From an optimization exercise on the open Yosys and OpenROAD flow, aimed at small area and a short achievable clock period; shortcuts taken in it are not production practice. RTL that was checked went through simulation tests only; none was proved equivalent to the original.

==> job 9230 <==
Design bbox_top, start of the top module:
module bbox_top (
    input  logic               clk,
    input  logic               rst_n,
    input  logic [143:0]       tri_in,
    input  logic               tri_valid,
    input  logic [47:0]        screen,
    input  logic [3:0]         ss_code,
    input  logic               hold,
    output logic [143:0]       out_tri,
    output logic [95:0]        out_box,
    output logic               out_valid
);
    localparam int NM = 140;
    logic [2:0]    keep_r, keep_d;
    logic [143:0]  t1_q, t2_q, t3_q;
    logic          v1, v2, v3;
    logic [24:0]   dx10_d, dy21_d, dy10_d, dx21_d;
    logic [24:0]   dx10, dy21, dy10, dx21;
    logic          x2lt0_d, y2lt0_d, x2lt0, y2lt0;
    logic [5:0]    ord_d, ord2;
    logic [NM-1:0] mid_d, mid2;
    logic [95:0]   box_d, box3;
    logic          back_face;
    bbox_snap u_snap (
        .ss_code (ss_code),
        .keep    (keep_d)
    );
    bbox_pipe u_diff (
        .tri_in (tri_in),
        .dx10   (dx10_d),
        .dy21   (dy21_d),
        .dy10   (dy10_d),
        .dx21   (dx21_d),
        .x2lt0  (x2lt0_d),
        .y2lt0  (y2lt0_d)
    );
    bbox_cull_a u_cull_a (
        .dx10 (dx10),
        .dy21 (dy21),
        .dy10 (dy10),
        .dx21 (dx21),
        .m    (mid_d)
    );
    assign ord_d = {dx10[24], dx21[24], x2lt0, dy10[24], dy21[24], y2lt0};
    bbox_cull_b u_cull_b (
        .m         (mid2),
        .back_face (back_face)
    );
    bbox_extent u_extent (
        .tri_in (t2_q),
        .order  (ord2),
        .screen (screen),
        .keep   (keep_r),
        .box    (box_d)
    );
    always_ff @(posedge clk) begin
        keep_r <= keep_d;
    end
    always_ff @(posedge clk) begin
        if (!hold) begin
            t1_q  <= tri_in;
            dx10  <= dx10_d;
            dy21  <= dy21_d;
            dy10  <= dy10_d;
            dx21  <= dx21_d;
            x2lt0 <= x2lt0_d;
            y2lt0 <= y2lt0_d;
            t2_q  <= t1_q;
            mid2  <= mid_d;
            ord2  <= ord_d;
  ...
==> module bbox_axis, before the edit <==
module bbox_axis (
    input  logic [23:0] v0,
    input  logic [23:0] v1,
    input  logic [23:0] v2,
    input  logic        l01,
    input  logic        l12,
    input  logic        l02,
    input  logic [23:0] lim,
    input  logic [2:0]  keep,
    output logic [23:0] lo,
    output logic [23:0] hi
);
    logic        m0, m1, m2, h0, h1, h2;
    logic [23:0] mn, mask;
    logic signed [23:0] mx, lim_s;
    assign m0 = ~l01 & ~l02;
    assign m1 = l01 & ~l12;
    assign m2 = ~m0 & ~m1;
    assign h2 = ~l12 & ~l02;
    assign h1 = ~h2 & ~l01;
    assign h0 = ~h2 & l01;
    assign mask = {14'h3fff, keep, 7'h0};
    assign mn = (({24{m0}} & v0) | ({24{m1}} & v1) | ({24{m2}} & v2)) & mask;
    assign mx = (({24{h0}} & v0) | ({24{h1}} & v1) | ({24{h2}} & v2)) & mask;
    assign lo = mn[23] ? 24'h0 : mn;
    assign lim_s = lim;
    assign hi = (mx > lim_s) ? lim : mx;
endmodule
==> module bbox_top, before the edit <==
module bbox_top (
    input  logic               clk,
    input  logic               rst_n,
    input  logic [143:0]       tri_in,
    input  logic               tri_valid,
    input  logic [47:0]        screen,
    input  logic [3:0]         ss_code,
    input  logic               hold,
    output logic [143:0]       out_tri,
    output logic [95:0]        out_box,
    output logic               out_valid
);
    localparam int NM = 140;
    logic [2:0]    keep_r, keep_d;
    logic [143:0]  t1_q, t2_q, t3_q;
    logic          v1, v2, v3;
    logic [24:0]   dx10_d, dy21_d, dy10_d, dx21_d;
    logic [24:0]   dx10, dy21, dy10, dx21;
    logic          x2lt0_d, y2lt0_d, x2lt0, y2lt0;
    logic [5:0]    ord_d, ord2;
    logic [NM-1:0] mid_d, mid2;
    logic [95:0]   box_d, box3;
    logic          back_face;
    bbox_snap u_snap (
        .ss_code (ss_code),
        .keep    (keep_d)
    );
    bbox_pipe u_diff (
        .tri_in (tri_in),
        .dx10   (dx10_d),
        .dy21   (dy21_d),
        .dy10   (dy10_d),
        .dx21   (dx21_d),
        .x2lt0  (x2lt0_d),
        .y2lt0  (y2lt0_d)
    );
    bbox_cull_a u_cull_a (
        .dx10 (dx10),
        .dy21 (dy21),
        .dy10 (dy10),
        .dx21 (dx21),
        .m    (mid_d)
    );
    assign ord_d = {dx10[24], dx21[24], x2lt0, dy10[24], dy21[24], y2lt0};
    bbox_cull_b u_cull_b (
        .m         (mid2),
        .back_face (back_face)
    );
    bbox_extent u_extent (
        .tri_in (t2_q),
        .order  (ord2),
        .screen (screen),
        .keep   (keep_r),
        .box    (box_d)
    );
    always_ff @(posedge clk) begin
        keep_r <= keep_d;
    end
    always_ff @(posedge clk) begin
        if (!hold) begin
            t1_q  <= tri_in;
            dx10  <= dx10_d;
            dy21  <= dy21_d;
            dy10  <= dy10_d;
            dx21  <= dx21_d;
            x2lt0 <= x2lt0_d;
            y2lt0 <= y2lt0_d;
            t2_q  <= t1_q;
            mid2  <= mid_d;
            ord2  <= ord_d;
            t3_q  <= t2_q;
            box3  <= box_d;
        end
    end
    always_ff @(posedge clk or negedge rst_n) begin
        if (!rst_n) begin
            v1 <= 1'b0;
            v2 <= 1'b0;
            v3 <= 1'b0;
        end else if (!hold) begin
            v1 <= tri_valid;
            v2 <= v1;
            v3 <= v2 & ~back_face;
        end
    end
    assign out_tri   = t3_q;
    assign out_box   = box3;
    assign out_valid = v3;
endmodule
export LEC_CHECK = 0
export ABC_AREA = 1
export CAP_MARGIN = 20
export CORE_MARGIN = 2
export CORE_UTILIZATION = 55
export SLEW_MARGIN = 40
export TNS_END_PERCENT = 100
create_clock -name core_clock -period 15.0 [get_ports {clk}]
standard.sh (not shown) runs the stock make flow with config.mk's settings and CLKGATE_MAP_FILE= SYNTH_SCRIPT=/design/flow/synth_recipe.tcl, a recipe that flattens the netlist after the stock synthesis.
==> flow/flow/run.sh <==
#!/bin/bash
set -euo pipefail
bash standard.sh SETUP_SLACK_MARGIN=10.5 MATCH_CELL_FOOTPRINT=0 \
  "BUFFER_PORTS_ARGS=-buffer_cell sky130_fd_sc_hd__buf_2" finish > make.log 2>&1
==> job 9395 (differences from job 9230) <==
--- a/flow/design.v
+++ b/flow/design.v
@@ -12,8 +12,7 @@
     output logic [23:0] hi
 );
     logic        m0, m1, m2, h0, h1, h2;
-    logic [23:0] mn, mask;
-    logic signed [23:0] mx, lim_s;
+    logic [23:0] mn, mx, mask;
     assign m0 = ~l01 & ~l02;
     assign m1 = l01 & ~l12;
     assign m2 = ~m0 & ~m1;
@@ -24,8 +23,7 @@
     assign mn = (({24{m0}} & v0) | ({24{m1}} & v1) | ({24{m2}} & v2)) & mask;
     assign mx = (({24{h0}} & v0) | ({24{h1}} & v1) | ({24{h2}} & v2)) & mask;
     assign lo = mn[23] ? 24'h0 : mn;
-    assign lim_s = lim;
-    assign hi = (mx > lim_s) ? lim : mx;
+    assign hi = ($signed(mx) > $signed(lim)) ? lim : mx;
 endmodule
 module bbox_extent (
     input  logic [143:0] tri_in,
@@ -2126,6 +2124,7 @@
     output logic               out_valid
 );
     localparam int NM = 140;
+    logic [47:0]   scr_r;
     logic [2:0]    keep_r, keep_d;
     logic [143:0]  t1_q, t2_q, t3_q;
     logic          v1, v2, v3;
@@ -2164,11 +2163,12 @@
     bbox_extent u_extent (
         .tri_in (t2_q),
         .order  (ord2),
-        .screen (screen),
+        .screen (scr_r),
         .keep   (keep_r),
         .box    (box_d)
     );
     always_ff @(posedge clk) begin
+        scr_r  <= screen;
         keep_r <= keep_d;
     end
     always_ff @(posedge clk) begin
==> flow/flow/run.sh (replaced) <==
#!/bin/bash
set -euo pipefail
bash standard.sh SETUP_SLACK_MARGIN=10.5 finish > make.log 2>&1
--- a/flow/config.mk
+++ b/flow/config.mk
@@ -8,6 +8,6 @@
 export ABC_AREA = 1
 export CAP_MARGIN = 20
 export CORE_MARGIN = 2
-export CORE_UTILIZATION = 55
+export CORE_UTILIZATION = 40
 export SLEW_MARGIN = 40
 export TNS_END_PERCENT = 100
==> job 2265 (differences from job 9230) <==
--- a/flow/design.v
+++ b/flow/design.v
@@ -12,8 +12,7 @@
     output logic [23:0] hi
 );
     logic        m0, m1, m2, h0, h1, h2;
-    logic [23:0] mn, mask;
-    logic signed [23:0] mx, lim_s;
+    logic [23:0] mn, mx, mask;
     assign m0 = ~l01 & ~l02;
     assign m1 = l01 & ~l12;
     assign m2 = ~m0 & ~m1;
@@ -24,8 +23,7 @@
     assign mn = (({24{m0}} & v0) | ({24{m1}} & v1) | ({24{m2}} & v2)) & mask;
     assign mx = (({24{h0}} & v0) | ({24{h1}} & v1) | ({24{h2}} & v2)) & mask;
     assign lo = mn[23] ? 24'h0 : mn;
-    assign lim_s = lim;
-    assign hi = (mx > lim_s) ? lim : mx;
+    assign hi = ($signed(mx) > $signed(lim)) ? lim : mx;
 endmodule
 module bbox_extent (
     input  logic [143:0] tri_in,
@@ -2126,6 +2124,7 @@
     output logic               out_valid
 );
     localparam int NM = 140;
+    logic [47:0]   scr_r;
     logic [2:0]    keep_r, keep_d;
     logic [143:0]  t1_q, t2_q, t3_q;
     logic          v1, v2, v3;
@@ -2164,11 +2163,12 @@
     bbox_extent u_extent (
         .tri_in (t2_q),
         .order  (ord2),
-        .screen (screen),
+        .screen (scr_r),
         .keep   (keep_r),
         .box    (box_d)
     );
     always_ff @(posedge clk) begin
+        scr_r  <= screen;
         keep_r <= keep_d;
     end
     always_ff @(posedge clk) begin
==> flow/flow/run.sh (replaced) <==
#!/bin/bash
set -euo pipefail
bash standard.sh SETUP_SLACK_MARGIN=10.5 MATCH_CELL_FOOTPRINT=0 \
  "BUFFER_PORTS_ARGS=-buffer_cell sky130_fd_sc_hd__buf_4" finish > make.log 2>&1
--- a/flow/config.mk
+++ b/flow/config.mk
@@ -8,6 +8,6 @@
 export ABC_AREA = 1
 export CAP_MARGIN = 20
 export CORE_MARGIN = 2
-export CORE_UTILIZATION = 55
+export CORE_UTILIZATION = 40
 export SLEW_MARGIN = 40
 export TNS_END_PERCENT = 100
==> notes.md <==
Final RePlAce weighted congestion: job 2265 0.943; job 9395 0.973; job 9230 1.01
Number of nets at the end of the flow: job 2265 7043; job 9395 7073; job 9230 7004
Cell area reported after detailed placement: job 2265 0.0657 mm2; job 9395 0.0667 mm2; job 9230 0.0631 mm2
Number of flip-flops and latches: job 2265 813; job 9395 813; job 9230 765
CP max-delay cell: job 2265 sky130_fd_sc_hd__fa_1; job 9395 sky130_fd_sc_hd__o21ai_1; job 9230 sky130_fd_sc_hd__fa_1
Critical R2R Capture: job 2265 mid2[84]; job 9395 mid2[96]; job 9230 mid2[46]
Via count of the first global-routing pass: job 2265 44156; job 9395 45542; job 9230 42812
Seq area share: job 2265 0.322; job 9395 0.316; job 9230 0.323
Final worst hold slack: job 2265 0.378 ns; job 9395 0.410 ns; job 9230 0.381 ns
Status: job 2265 timing/DRC/antenna clean; job 9395 timing/DRC/antenna clean; job 9230 timing/DRC/antenna clean
Area Overhead vs Synth: job 2265 24.0%; job 9395 26.2%; job 9230 20.1%
Footprint of the multi-input gates: job 2265 0.0334 mm2; job 9395 0.0340 mm2; job 9230 0.0332 mm2
Per-instance average area after synthesis: job 2265 11.1 um2; job 9395 11.1 um2; job 9230 11.0 um2
Total Routing Usage GR: job 2265 0.269; job 9395 0.295; job 9230 0.356
Worst setup endpoint: job 2265 mid2[84]; job 9395 mid2[96]; job 9230 mid2[46]
No functional check of the RTL was part of job 9395 and job 2265.

==> afterwards: timing with drivers on the ports <==
No port has a modelled driver above. Below, the same layouts with a new extraction and two added sets of constraints. Step 1: set_driving_cell puts a clkbuf_16 on clk and a buf_2 on each other input, an assumption about the parent block. Step 2 also shifts input and output timing later by t, the mid clock arrival at the registers, as if the neighbouring blocks saw the same clock. Three values: ideal, step 1, step 2; two values: the first two.
run | t (ns) | setup slack, ns | hold WS [ns] | worst data-port slew with drivers (ns)
job 9230 | 0.781 | 10.428 / 10.428 / 9.734 | 0.381 / 0.381 / 0.381 | 0.08
job 9395 | 0.803 | 10.391 / 10.391 / 9.715 | 0.410 / 0.410 / 0.410 | 0.12
job 2265 | 0.811 | 10.343 / 10.343 / 9.740 | 0.378 / 0.378 / 0.378 | 0.11
After both steps every run listed still meets setup and hold. For job 9230, which loses most, drivers alone change the setup slack by 0.000 ns; drivers and shift together by -0.694 ns.
